Source: an optimization exercise on an open RTL-to-GDS flow (aim: small area and a short achievable clock period). Production flows keep margins and buffers that such runs may drop.
Where RTL was checked, it was by simulation tests only, not by an equivalence proof against the original.
Power and IR drop assume default switching activity.

## run a
==> flow/design.v <==
package mem_ctrl_pkg;
   localparam int CNT_W = 4;
endpackage
module sp_byte_ram #(
  parameter int    DATA_W      = 32,
  parameter int    DEPTH_WORDS = 64,
  parameter        MEM_INIT    = "",
  parameter int    NB          = DATA_W / 8,
  parameter int    AW          = (DEPTH_WORDS > 1) ? $clog2(DEPTH_WORDS) : 1
) (
  input  logic              clk,
  input  logic [NB*DEPTH_WORDS/4-1:0] wen,
  input  logic [DATA_W-1:0] wdata,
  input  logic [DEPTH_WORDS/4-1:0] tsel,
  output logic [DATA_W-1:0] tap
);
  localparam int NR = DEPTH_WORDS / 4;
  logic [DATA_W-1:0] tap_r [NR];
  for (genvar r = 0; r < NR; r++) begin : g_ring
    logic [DATA_W-1:0] p0, p1, p2, p3;
    always_ff @(posedge clk) begin
      p1 <= p0;
      p2 <= p1;
      p3 <= p2;
      for (int b = 0; b < NB; b++)
        p0[b*8 +: 8] <= wen[r*NB+b] ? wdata[b*8 +: 8] : p3[b*8 +: 8];
    end
    assign tap_r[r] = {DATA_W{tsel[r]}} & p0;
  end
  always_comb begin
    tap = '0;
    for (int r = 0; r < NR; r++) tap = tap | tap_r[r];
  end
endmodule
import mem_ctrl_pkg::*;
module multicycle_mem_ctrl
#(
   parameter int                DATA_W      = 32,
   parameter int                ADDR_W      = 32,
   parameter int                DEPTH_WORDS = 64,
   parameter int                WAIT_STATES = 2,
   parameter                    MEM_INIT    = "",
   parameter logic [ADDR_W-1:0] MMIO_ADDR   = 32'h0000_0100
) (
   input  logic                clk,
   input  logic                reset,
   input  logic                req,
   input  logic                we,
   input  logic [ADDR_W-1:0]   addr,
   input  logic [DATA_W-1:0]   wdata,
   input  logic [DATA_W/8-1:0] be,
   output logic [DATA_W-1:0]   rdata,
   output logic                ready,
   output logic                err,
   output logic [DATA_W-1:0]   WriteData,
   output logic [ADDR_W-1:0]   DataAdr,
   output logic                MemWrite,
   output logic [DATA_W-1:0]   mmio_out
);
   localparam int NB  = DATA_W / 8;
   localparam int BLG = (NB > 1) ? $clog2(NB) : 0;
   localparam int AW  = (DEPTH_WORDS > 1) ? $clog2(DEPTH_WORDS) : 1;
   localparam int NR  = DEPTH_WORDS / 4;
   localparam bit MMIO_EN = 1'b1;
   logic              b1, b2, b3, idle, accept;
   logic              we_q, bad_q, hit_q;
   logic [AW-1:0]     widx_q;
   logic [DATA_W-1:0] wdata_q;
   logic [NB-1:0]     be_q;
   logic              hit_d, bad_d;
   assign hit_d  = MMIO_EN && (addr == MMIO_ADDR);
   assign bad_d  = (addr[BLG-1:0] != '0) || ((addr[ADDR_W-1:AW+BLG] != '0) && !hit_d);
   assign accept = idle && req;
   always_ff @(posedge clk) begin
      if (!reset) begin
         b1   <= 1'b0;
         b2   <= 1'b0;
         b3   <= 1'b0;
         idle <= 1'b1;
      end else begin
         b1   <= accept;
         b2   <= b1;
         b3   <= b2;
         idle <= !accept && !b1 && !b2;
      end
   end
   always_ff @(posedge clk) begin
      if (accept) begin
         we_q    <= we;
         bad_q   <= bad_d;
         hit_q   <= hit_d;
         widx_q  <= addr[AW+BLG-1:BLG];
         wdata_q <= wdata;
         be_q    <= be;
      end
   end
   logic [1:0]        ph;           
   logic [DATA_W-1:0] wbuf;         
   logic [NB-1:0]     wbe;
   logic [1:0]        wslot;        
   logic [NR-1:0]     wring;        
   logic              wa;           
   logic              land;
   logic [NB*NR-1:0]  wen;
   logic [NR-1:0]     tsel_q;
   logic [DATA_W-1:0] tap, samp_q;
   logic [1:0]        posn;
   always_ff @(posedge clk) ph <= ph + 2'd1;
   always_ff @(posedge clk) begin
      if (b2) begin
         wbuf   <= wdata_q;
         wbe    <= be_q;
         wslot  <= widx_q[1:0];
         for (int r = 0; r < NR; r++) wring[r] <= (widx_q[AW-1:2] == r);
      end
   end
   logic       lnext_q, l3_q;
   logic       wa_n;
   logic [1:0] wslot_n;
   logic       p3_n;
   assign land = lnext_q || (l3_q && reset);
   always_comb begin
      if (b2 && reset && we_q && !bad_q && !hit_q) wa_n = 1'b1;
      else if (land || (b3 && !reset))             wa_n = 1'b0;
      else                                         wa_n = wa;
      wslot_n = b2 ? widx_q[1:0] : wslot;
      p3_n    = (wslot_n + ph + 2'd1) == 2'd3;
   end
   always_ff @(posedge clk) begin
      wa      <= wa_n;
      lnext_q <= wa_n && p3_n && !(b2 && reset);
      l3_q    <= wa_n && p3_n && (b2 && reset);
   end
   always_comb begin
      for (int r = 0; r < NR; r++)
         for (int b = 0; b < NB; b++)
            wen[r*NB+b] = land && wring[r] && wbe[b];
   end
   logic [AW-1:0]     idx_n;
   logic              hit_n;
   logic [1:0]        nph_q;
   logic [NR-1:0]     tsel, tsel_in;
   logic              hsel, keep;
   logic [DATA_W-1:0] rtap;
   logic [DATA_W-1:0] mmio_q;
   assign idx_n = idle ? addr[AW+BLG-1:BLG] : widx_q;
   assign hit_n = idle ? hit_d : hit_q;
   always_ff @(posedge clk) nph_q <= ~ph;
   always_comb begin
      for (int r = 0; r < NR; r++)
         tsel_in[r] = (addr[AW+BLG-1:BLG+2] == r) && (addr[BLG+1:BLG] == nph_q);
   end
   always_ff @(posedge clk) begin
      for (int r = 0; r < NR; r++)
         tsel_q[r] <= (idx_n[AW-1:2] == r) && (idx_n[1:0] == ~ph) && !hit_n;
   end
   assign tsel = idle ? tsel_in : tsel_q;
   sp_byte_ram #(
      .DATA_W      (DATA_W),
      .DEPTH_WORDS (DEPTH_WORDS),
      .MEM_INIT    (MEM_INIT)
   ) u_ram (
      .clk   (clk),
      .wen   (wen),
      .wdata (wbuf),
      .tsel  (tsel),
      .tap   (tap)
   );
   assign hsel = hit_q && !idle;
   assign keep = !idle && !(b1 && hit_q);
   assign rtap = tap | ({DATA_W{hsel}} & mmio_q);
   always_ff @(posedge clk) samp_q <= rtap | (samp_q & {DATA_W{keep}});
   logic              ready_q, err_q, mw_q;
   logic              ld_q;
   logic [DATA_W-1:0] rdata_q, wd_out_q;
   logic [AW:0]       adr_out_q;    
   always_ff @(posedge clk) ld_q <= reset && b2 && !we_q && !bad_q;
   always_ff @(posedge clk) begin
      if (!reset) begin
         ready_q   <= 1'b0;
         err_q     <= 1'b0;
         mw_q      <= 1'b0;
         wd_out_q  <= '0;
         adr_out_q <= '0;
         rdata_q   <= '0;
      end else begin
         ready_q <= b3;
         err_q   <= b3 && bad_q;
         mw_q    <= b3 && we_q && !bad_q;
         if (b3 && we_q && !bad_q) begin
            wd_out_q  <= wdata_q;
            adr_out_q <= {hit_q, widx_q};
         end
         if (ld_q) rdata_q <= rtap | samp_q;
      end
   end
   always_ff @(posedge clk) begin
      if (!reset) begin
         mmio_q <= '0;
      end else if (b3 && we_q && hit_q) begin
         for (int i = 0; i < NB; i++) begin
            if (be_q[i]) mmio_q[i*8 +: 8] <= wdata_q[i*8 +: 8];
         end
      end
   end
   assign rdata     = rdata_q;
   assign mmio_out  = mmio_q;
   assign ready     = ready_q;
   assign err       = err_q;
   assign MemWrite  = mw_q;
   assign WriteData = wd_out_q;
   assign DataAdr   = {{(ADDR_W-AW-BLG-1){1'b0}}, adr_out_q, {BLG{1'b0}}};
endmodule
Settings: LEC_CHECK=0, CAP_MARGIN=20, CORE_MARGIN=2, CORE_UTILIZATION=50, CTS_CLUSTER_DIAMETER=100, CTS_CLUSTER_SIZE=25, SETUP_SLACK_MARGIN=2.1, SLEW_MARGIN=20, TNS_END_PERCENT=10; clock period 4.0 ns.
run.sh (not shown) runs the stock make flow with config.mk's settings and CLKGATE_MAP_FILE= SYNTH_SCRIPT=/design/flow/synth_recipe.tcl, a recipe that flattens the netlist after the stock synthesis.
[inputs] run b vs run a
diff --git a/flow/design.v b/flow/design.v
--- a/flow/design.v
+++ b/flow/design.v
@@ -10,9 +10,9 @@
 ) (
   input  logic              clk,
   input  logic [NB*DEPTH_WORDS/4-1:0] wen,
   input  logic [DATA_W-1:0] wdata,
-  input  logic [DEPTH_WORDS/4-1:0] tsel,
+  input  logic [DEPTH_WORDS/2-1:0] tsel,
   output logic [DATA_W-1:0] tap
 );
   localparam int NR = DEPTH_WORDS / 4;
   logic [DATA_W-1:0] tap_r [NR];
@@ -24,9 +24,9 @@
       p3 <= p2;
       for (int b = 0; b < NB; b++)
         p0[b*8 +: 8] <= wen[r*NB+b] ? wdata[b*8 +: 8] : p3[b*8 +: 8];
     end
-    assign tap_r[r] = {DATA_W{tsel[r]}} & p0;
+    assign tap_r[r] = ({DATA_W{tsel[2*r]}} & p0) | ({DATA_W{tsel[2*r+1]}} & p2);
   end
   always_comb begin
     tap = '0;
     for (int r = 0; r < NR; r++) tap = tap | tap_r[r];
@@ -101,9 +101,8 @@
    logic [NR-1:0]     wring;        
    logic              wa;           
    logic              land;
    logic [NB*NR-1:0]  wen;
-   logic [NR-1:0]     tsel_q;
    logic [DATA_W-1:0] tap, samp_q;
    logic [1:0]        posn;
    always_ff @(posedge clk) ph <= ph + 2'd1;
    always_ff @(posedge clk) begin
@@ -135,42 +134,33 @@
       for (int r = 0; r < NR; r++)
          for (int b = 0; b < NB; b++)
             wen[r*NB+b] = land && wring[r] && wbe[b];
    end
-   logic [AW-1:0]     idx_n;
-   logic              hit_n;
-   logic [1:0]        nph_q;
-   logic [NR-1:0]     tsel, tsel_in;
-   logic              hsel, keep;
+   logic [2*NR-1:0]   tsel_q;
+   logic              hsel;
    logic [DATA_W-1:0] rtap;
    logic [DATA_W-1:0] mmio_q;
-   assign idx_n = idle ? addr[AW+BLG-1:BLG] : widx_q;
-   assign hit_n = idle ? hit_d : hit_q;
-   always_ff @(posedge clk) nph_q <= ~ph;
-   always_comb begin
-      for (int r = 0; r < NR; r++)
-         tsel_in[r] = (addr[AW+BLG-1:BLG+2] == r) && (addr[BLG+1:BLG] == nph_q);
-   end
-   always_ff @(posedge clk) begin
-      for (int r = 0; r < NR; r++)
-         tsel_q[r] <= (idx_n[AW-1:2] == r) && (idx_n[1:0] == ~ph) && !hit_n;
-   end
-   assign tsel = idle ? tsel_in : tsel_q;
+   assign posn = widx_q[1:0] + ph + 2'd1;
+   always_ff @(posedge clk) begin
+      for (int r = 0; r < NR; r++) begin
+         tsel_q[2*r]   <= (widx_q[AW-1:2] == r) && (posn == 2'd0) && !hit_q;
+         tsel_q[2*r+1] <= (widx_q[AW-1:2] == r) && (posn == 2'd2) && !hit_q;
+      end
+   end
    sp_byte_ram #(
       .DATA_W      (DATA_W),
       .DEPTH_WORDS (DEPTH_WORDS),
       .MEM_INIT    (MEM_INIT)
    ) u_ram (
       .clk   (clk),
       .wen   (wen),
       .wdata (wbuf),
-      .tsel  (tsel),
+      .tsel  (tsel_q),
       .tap   (tap)
    );
    assign hsel = hit_q && !idle;
-   assign keep = !idle && !(b1 && hit_q);
    assign rtap = tap | ({DATA_W{hsel}} & mmio_q);
-   always_ff @(posedge clk) samp_q <= rtap | (samp_q & {DATA_W{keep}});
+   always_ff @(posedge clk) samp_q <= rtap;
    logic              ready_q, err_q, mw_q;
    logic              ld_q;
    logic [DATA_W-1:0] rdata_q, wd_out_q;
    logic [AW:0]       adr_out_q;    
[summary]
- Of run a and run b, the higher routing usage on met2 belongs to run b.
- Between run a and run b, the difference in reported sequential group power is negligible.
- Looking at met1 routing resource usage after global routing, run b sits 2.5 points below run a.
- Number of cell instances on the worst register-to-register path ends up higher on run a.
- [compare] base=run a new=run b: adder-cell share of the synthesized area held steady, final worst slack picked up an extra 0.16 ns.
- Via count delta for run b relative to run a: 12% lower
- The lower area of all placed cells without fillers of run a and run b is in run b.
- Compare run a and run b | clock share of power higher: run b
- Destination of the critical timing path: WriteData[14] -> run b, rdata_q[31] -> run a
- Static leakage (run b vs. run a) decreases by a few percent
- Between run a and run b, the met3 routed wirelength is lower for run b.
Function not checked in run a: the RTL went through the layout flow alone.

## separate check: timing with driven ports
Ports are ideal in the flow. The routed layouts listed here were re-timed in OpenROAD.
Step 1: set_driving_cell puts a clkbuf_16 on clk and a buf_2 on each other input, an assumption about the parent block.
Step 2 also shifts input and output timing later by t, the mid clock arrival at the registers, as if the neighbouring blocks saw the same clock.
Slacks: ideal / step 1 / step 2; pairs: ideal / step 1.
run | t, ns | setup WS [ns] | worst setup path at the end | latest minus earliest clock arrival (ns) | worst slew at a driven data input, ns
run a | 0.833 | 1.751 / 1.751 / 0.933 | input to register | 0.055 / 0.056 | 0.18
run b | 0.794 | 1.912 / 1.836 / 1.389 | input to register | 0.040 / 0.040 | 0.06
After both steps setup and hold are still met in every run listed. The setup slack of run a, which loses most, moves by 0.000 ns with the drivers and by -0.818 ns with both steps.
